This design comes from an exercise in tuning for small area on the open sky130 flow, not from production work.
In this exercise RTL edits were held to simulation tests only and were not proved equivalent to the original.
Power figures rest on the tool's default switching activity, not on a simulated workload.

==> inputs of 04-18 <==
==> flow/design.v (excerpt) <==
module writeback_regfile #(
    parameter int  XLEN  = riscv_pkg::XLEN,
    parameter int  NREGS = riscv_pkg::NREGS,
    parameter int  CNTW  = 16,
    localparam int REGW  = $clog2(NREGS)
) (
    input  logic            clk,
    input  logic            reset,
    input  logic            regwriteW,
    input  logic [1:0]      resultsrcW,
    input  logic [XLEN-1:0] aluresultW,
    input  logic [XLEN-1:0] readdataW,
    input  logic [REGW-1:0] rdW,
    input  logic [XLEN-1:0] pcplus4W,
    input  logic [REGW-1:0] rs1D,
    input  logic [REGW-1:0] rs2D,
    output logic [XLEN-1:0] rd1D,
    output logic [XLEN-1:0] rd2D,
    output logic [XLEN-1:0] resultW,
    output logic [CNTW-1:0] wrcount
);
    logic [NREGS-1:1][XLEN-1:0] regs_r;
    logic [XLEN-1:0][NREGS-1:1] cols_s;    
    logic [CNTW-1:0]            wrcount_r;
    logic [XLEN-1:0]            result_s;
    logic [XLEN-1:0]            wdata_s;
    logic                       commit_s;
    logic [NREGS-1:1]           we_s;
    logic [NREGS-1:1]           we_n;
  ...
==> module rf_wrow, before the edit <==
module rf_wrow (
    input  logic lo_n,
    input  logic hi_n,
    input  logic clear_n,
    output logic load,
    output logic load_n
);
    logic g, h;
    rf_oai21 u_oai  (.a1(lo_n), .a2(hi_n), .b1(clear_n), .y(g));
    rf_inv   u_drvn (.a(g), .y(load_n));
    rf_inv   u_mid  (.a(g), .y(h));
    rf_inv   u_drv  (.a(h), .y(load));
endmodule
Settings: LEC_CHECK=0, CAP_MARGIN=20, CORE_MARGIN=2, CORE_UTILIZATION=50, GPL_TIMING_DRIVEN=0, SLEW_MARGIN=20, SYNTH_HIERARCHICAL=1; clock period 7.0 ns.
standard.sh (not shown) runs the stock make flow with config.mk's settings and CLKGATE_MAP_FILE= SYNTH_SCRIPT=/design/flow/synth_recipe.tcl, a recipe that flattens the netlist after the stock synthesis.
==> flow/flow/run.sh <==
#!/bin/bash
# Layout flow: the standard ORFS flow (standard.sh), run in three parts so that the
# register-file flip-flops can be placed in a regular array between floorplan and placement.
#  - floorplan as standard;
#  - place_grid.tcl puts flip-flop (register k, bit b) at row band k, column b, FIRM;
#  - placement as standard (global placement builds the logic around the fixed array);
#  - release.tcl makes the flip-flops ordinary placed cells again;
#  - CTS, routing and finish as standard.
# ORFS variables changed: port buffers use buf_1 (BUFFER_PORTS_ARGS); CTS uses clkbuf_8,
# clusters of up to 16 sinks within 80 um and no dummy loads (CTS_ARGS).
# Each tool's full log: orfs/logs/... (ORFS), grid.log, release.log; make output: std_*.log.
set -euo pipefail
export BUFFER_PORTS_ARGS="-buffer_cell sky130_fd_sc_hd__buf_1"
export CTS_ARGS="-sink_clustering_enable -repair_clock_nets -dont_use_dummy_load -buf_list {sky130_fd_sc_hd__clkbuf_8} -root_buf sky130_fd_sc_hd__clkbuf_8 -sink_clustering_size 16 -sink_clustering_max_diameter 80"
R=$PWD/orfs/results/sky130hd/writeback_regfile/base
bash standard.sh floorplan > std_floorplan.log 2>&1
GRID_ODB=$R/2_floorplan.odb openroad -no_init -exit flow/place_grid.tcl > grid.log 2>&1
bash standard.sh place > std_place.log 2>&1
GRID_ODB=$R/3_place.odb openroad -no_init -exit flow/release.tcl > release.log 2>&1
bash standard.sh finish > std_finish.log 2>&1
==> flow/flow/place_grid.tcl <==
# Place the register-file flip-flops in a regular array before global placement:
# register k (1..31) gets a horizontal band of rows, bit b (0..31) a column.
# Flip-flops are fixed (FIRM) so that global placement builds the read and write
# logic around them; they are released (PLACED) again after placement.
read_db $::env(GRID_ODB)
set blk [ord::get_db_block]
set rows [lsort -command {apply {{a b} {expr {[[$a getBBox] yMin] - [[$b getBBox] yMin]}}}} [$blk getRows]]
set nrows [llength $rows]
set site_w [[[lindex $rows 0] getSite] getWidth]
set cx0 [[[lindex $rows 0] getBBox] xMin]
set cx1 [[[lindex $rows 0] getBBox] xMax]
set cw [expr {$cx1 - $cx0}]

# occupied x intervals per row (tap cells)
array set occ {}
for {set r 0} {$r < $nrows} {incr r} { set occ($r) {} }
set rowy {}
foreach row $rows { lappend rowy [[$row getBBox] yMin] }
foreach inst [$blk getInsts] {
  if {[$inst getPlacementStatus] eq "NONE" || [$inst getPlacementStatus] eq "UNPLACED"} continue
  set bb [$inst getBBox]
  set r [lsearch -exact $rowy [$bb yMin]]
  if {$r >= 0} { lappend occ($r) [list [$bb xMin] [$bb xMax]] }
}

proc grid_free {r x w step dir} {
  global occ
  set moved 1
  while {$moved} {
    set moved 0
    foreach iv $occ($r) {
      if {$x < [lindex $iv 1] && $x + $w > [lindex $iv 0]} {
        set x [expr {$x + $dir * $step}]
        set moved 1
      }
    }
  }
  return $x
}

set nregs 31
set nbits 32
set placed 0
for {set k 1} {$k <= $nregs} {incr k} {
  set r0 [expr {int(floor(($k - 1) * double($nrows) / $nregs))}]
  for {set b 0} {$b < $nbits} {incr b} {
    set name "regs_r\\\[[expr {($k - 1) * $nbits + $b}]\\\]\$_DFF_P_"
    set inst [$blk findInst $name]
    if {$inst eq "NULL"} { puts "GRID: missing $name"; continue }
    set w [[$inst getMaster] getWidth]
    set r [expr {$r0 + ($b % 2)}]
    set row [lindex $rows $r]
    set y [[$row getBBox] yMin]
    set x [expr {$cx0 + int($b * double($cw) / $nbits)}]
    set x [expr {$cx0 + (($x - $cx0) / $site_w) * $site_w}]
    # nearest free spot to the right, else to the left, of the target
    set x0 $x
    set x [grid_free $r $x0 $w $site_w 1]
    if {$x + $w > $cx1} { set x [grid_free $r $x0 $w $site_w -1] }
    if {$x < $cx0 || $x + $w > $cx1} { puts "GRID: no room for $name"; continue }
    $inst setOrient [$row getOrient]
    $inst setLocation $x $y
    $inst setPlacementStatus FIRM
    lappend occ($r) [list $x [expr {$x + $w}]]
    incr placed
  }
}
puts "GRID: placed $placed flip-flops in $nrows rows"
write_db $::env(GRID_ODB)
Other scripts of this flow, unchanged in this note and not shown: flow/flow/release.tcl
==> 08-16: changes against 04-18 <==
--- a/flow/design.v
+++ b/flow/design.v
@@ -179,11 +179,10 @@
     output logic load,
     output logic load_n
 );
-    logic g, h;
+    logic g;
     rf_oai21 u_oai  (.a1(lo_n), .a2(hi_n), .b1(clear_n), .y(g));
     rf_inv   u_drvn (.a(g), .y(load_n));
-    rf_inv   u_mid  (.a(g), .y(h));
-    rf_inv   u_drv  (.a(h), .y(load));
+    rf_inv   u_drv  (.a(load_n), .y(load));
 endmodule
 module rf_wdec (
     input  logic [4:0]  a,
==> 06-11: changes against 04-18 <==
--- a/flow/design.v
+++ b/flow/design.v
@@ -179,11 +179,10 @@
     output logic load,
     output logic load_n
 );
-    logic g, h;
+    logic g;
     rf_oai21 u_oai  (.a1(lo_n), .a2(hi_n), .b1(clear_n), .y(g));
     rf_inv   u_drvn (.a(g), .y(load_n));
-    rf_inv   u_mid  (.a(g), .y(h));
-    rf_inv   u_drv  (.a(h), .y(load));
+    rf_inv   u_drv  (.a(load_n), .y(load));
 endmodule
 module rf_wdec (
     input  logic [4:0]  a,
--- a/flow/flow/run.sh
+++ b/flow/flow/run.sh
@@ -2,7 +2,8 @@
 # Layout flow: the standard ORFS flow (standard.sh), run in three parts so that the
 # register-file flip-flops can be placed in a regular array between floorplan and placement.
 #  - floorplan as standard;
-#  - place_grid.tcl puts flip-flop (register k, bit b) at row band k, column b, FIRM;
+#  - place_grid.tcl puts flip-flop (register k, bit b) at row band k, column b, FIRM,
+#    and gives inverters with 16 or more loads the inv_2 size (same area as inv_1);
 #  - placement as standard (global placement builds the logic around the fixed array);
 #  - release.tcl makes the flip-flops ordinary placed cells again;
 #  - CTS, routing and finish as standard.
--- a/flow/flow/place_grid.tcl
+++ b/flow/flow/place_grid.tcl
@@ -66,4 +66,19 @@
   }
 }
 puts "GRID: placed $placed flip-flops in $nrows rows"
+
+# Inverters that drive a whole row or column (16 or more loads) use inv_2, which has the
+# same footprint and area as inv_1 and twice its drive.
+set inv2 [[ord::get_db] findMaster sky130_fd_sc_hd__inv_2]
+set swapped 0
+foreach inst [$blk getInsts] {
+  if {[[$inst getMaster] getName] ne "sky130_fd_sc_hd__inv_1"} continue
+  foreach it [$inst getITerms] {
+    if {[$it isOutputSignal] && [$it getNet] ne "NULL" && [llength [[$it getNet] getITerms]] > 16} {
+      $inst swapMaster $inv2
+      incr swapped
+    }
+  }
+}
+puts "GRID: inv_1 -> inv_2 on $swapped high-fanout drivers"
 write_db $::env(GRID_ODB)
==> qor summary <==
| metric | 06-11 | 04-18 | 08-16 |
|---|---|---|---|
| Outcome | timing/DRC/antenna clean | timing/DRC/antenna clean | timing/DRC/antenna clean |
| Final weighted congestion of routability-driven global placement | 0.955 | 0.964 | 0.975 |
| Maximum number of pins on one net before global-route repair | 34 | 33 | 34 |
| Clock Latency Late Sink | 0.73 ns | 0.72 ns | 0.72 ns |
| Total instance count after detailed placement | 5138 | 5168 | 5136 |
| Total global-route track usage | 37.0% | 36.7% | 36.9% |
| Register share of the cell area | 47.1% | 46.2% | 46.7% |
| Wire length on met2 | 73400 µm | 72700 µm | 73200 µm |
| Slew headroom | 18.9% | 18.8% | 21.9% |
| Post-route cell area | 42900 µm² | 43700 µm² | 43200 µm² |
| Mapped Avg Cell Area | 10.2 µm² | 10.2 µm² | 10.2 µm² |
| Count of mapped cells out of synthesis | 3854 | 3885 | 3854 |
| Crit-path max cell delay | 0.96 ns | 0.92 ns | 0.91 ns |
| Worst IR Drop VDD | 0.183 mV | 0.162 mV | 0.158 mV |
| Routed metal-1 wirelength | 61300 µm | 60500 µm | 60400 µm |
| Drt total wl | 160000 µm | 158000 µm | 159000 µm |
| Cell area after placement | 41800 µm² | 42000 µm² | 41900 µm² |
| Final Hold Slack | 0.506 ns | 0.507 ns | 0.507 ns |
| Clock Skew | 0.0488 ns | 0.00538 ns | 0.0212 ns |
| Utilization after layout | 54.6% | 55.6% | 54.9% |
| Share of final-layout standard cells stronger than drive strength 1 | 5.91% | 4.91% | 5.30% |
| Combinational power share | 15.0% | 15.4% | 15.2% |
| Die area | 81200 µm² | 81400 µm² | 81200 µm² |
| Net switching power figure | 3.44 mW | 3.44 mW | 3.45 mW |

-- afterwards: timing with drivers on the ports --
The flow's constraints put no driver on any port. The routed layouts listed below were extracted and timed again, unchanged, in two steps. Step 1 assumes that a clkbuf_16 drives the clock port and a buf_2 every other input. Step 2, shift: input delay + t, output delay - t, t = (earliest + latest rising clock arrival at the registers) / 2. This alone moves slack from input paths to output paths. Slacks: ideal ports / drivers / drivers and shift; pairs: ideal ports / drivers.
run | shift t [ns] | slack for setup (ns) | worst hold slack (ns)
04-18 | 0.776 | 1.264 / 1.160 / 1.160 | 0.507 / 0.507 / 0.507
08-16 | 0.769 | 1.114 / 1.057 / 1.057 | 0.507 / 0.507 / 0.507
06-11 | 0.783 | 1.200 / 1.108 / 1.108 | 0.506 / 0.506 / 0.506
After both steps every run listed still meets setup and hold. The setup slack of 04-18, which loses most, moves by -0.104 ns with the drivers and by -0.104 ns with both steps.
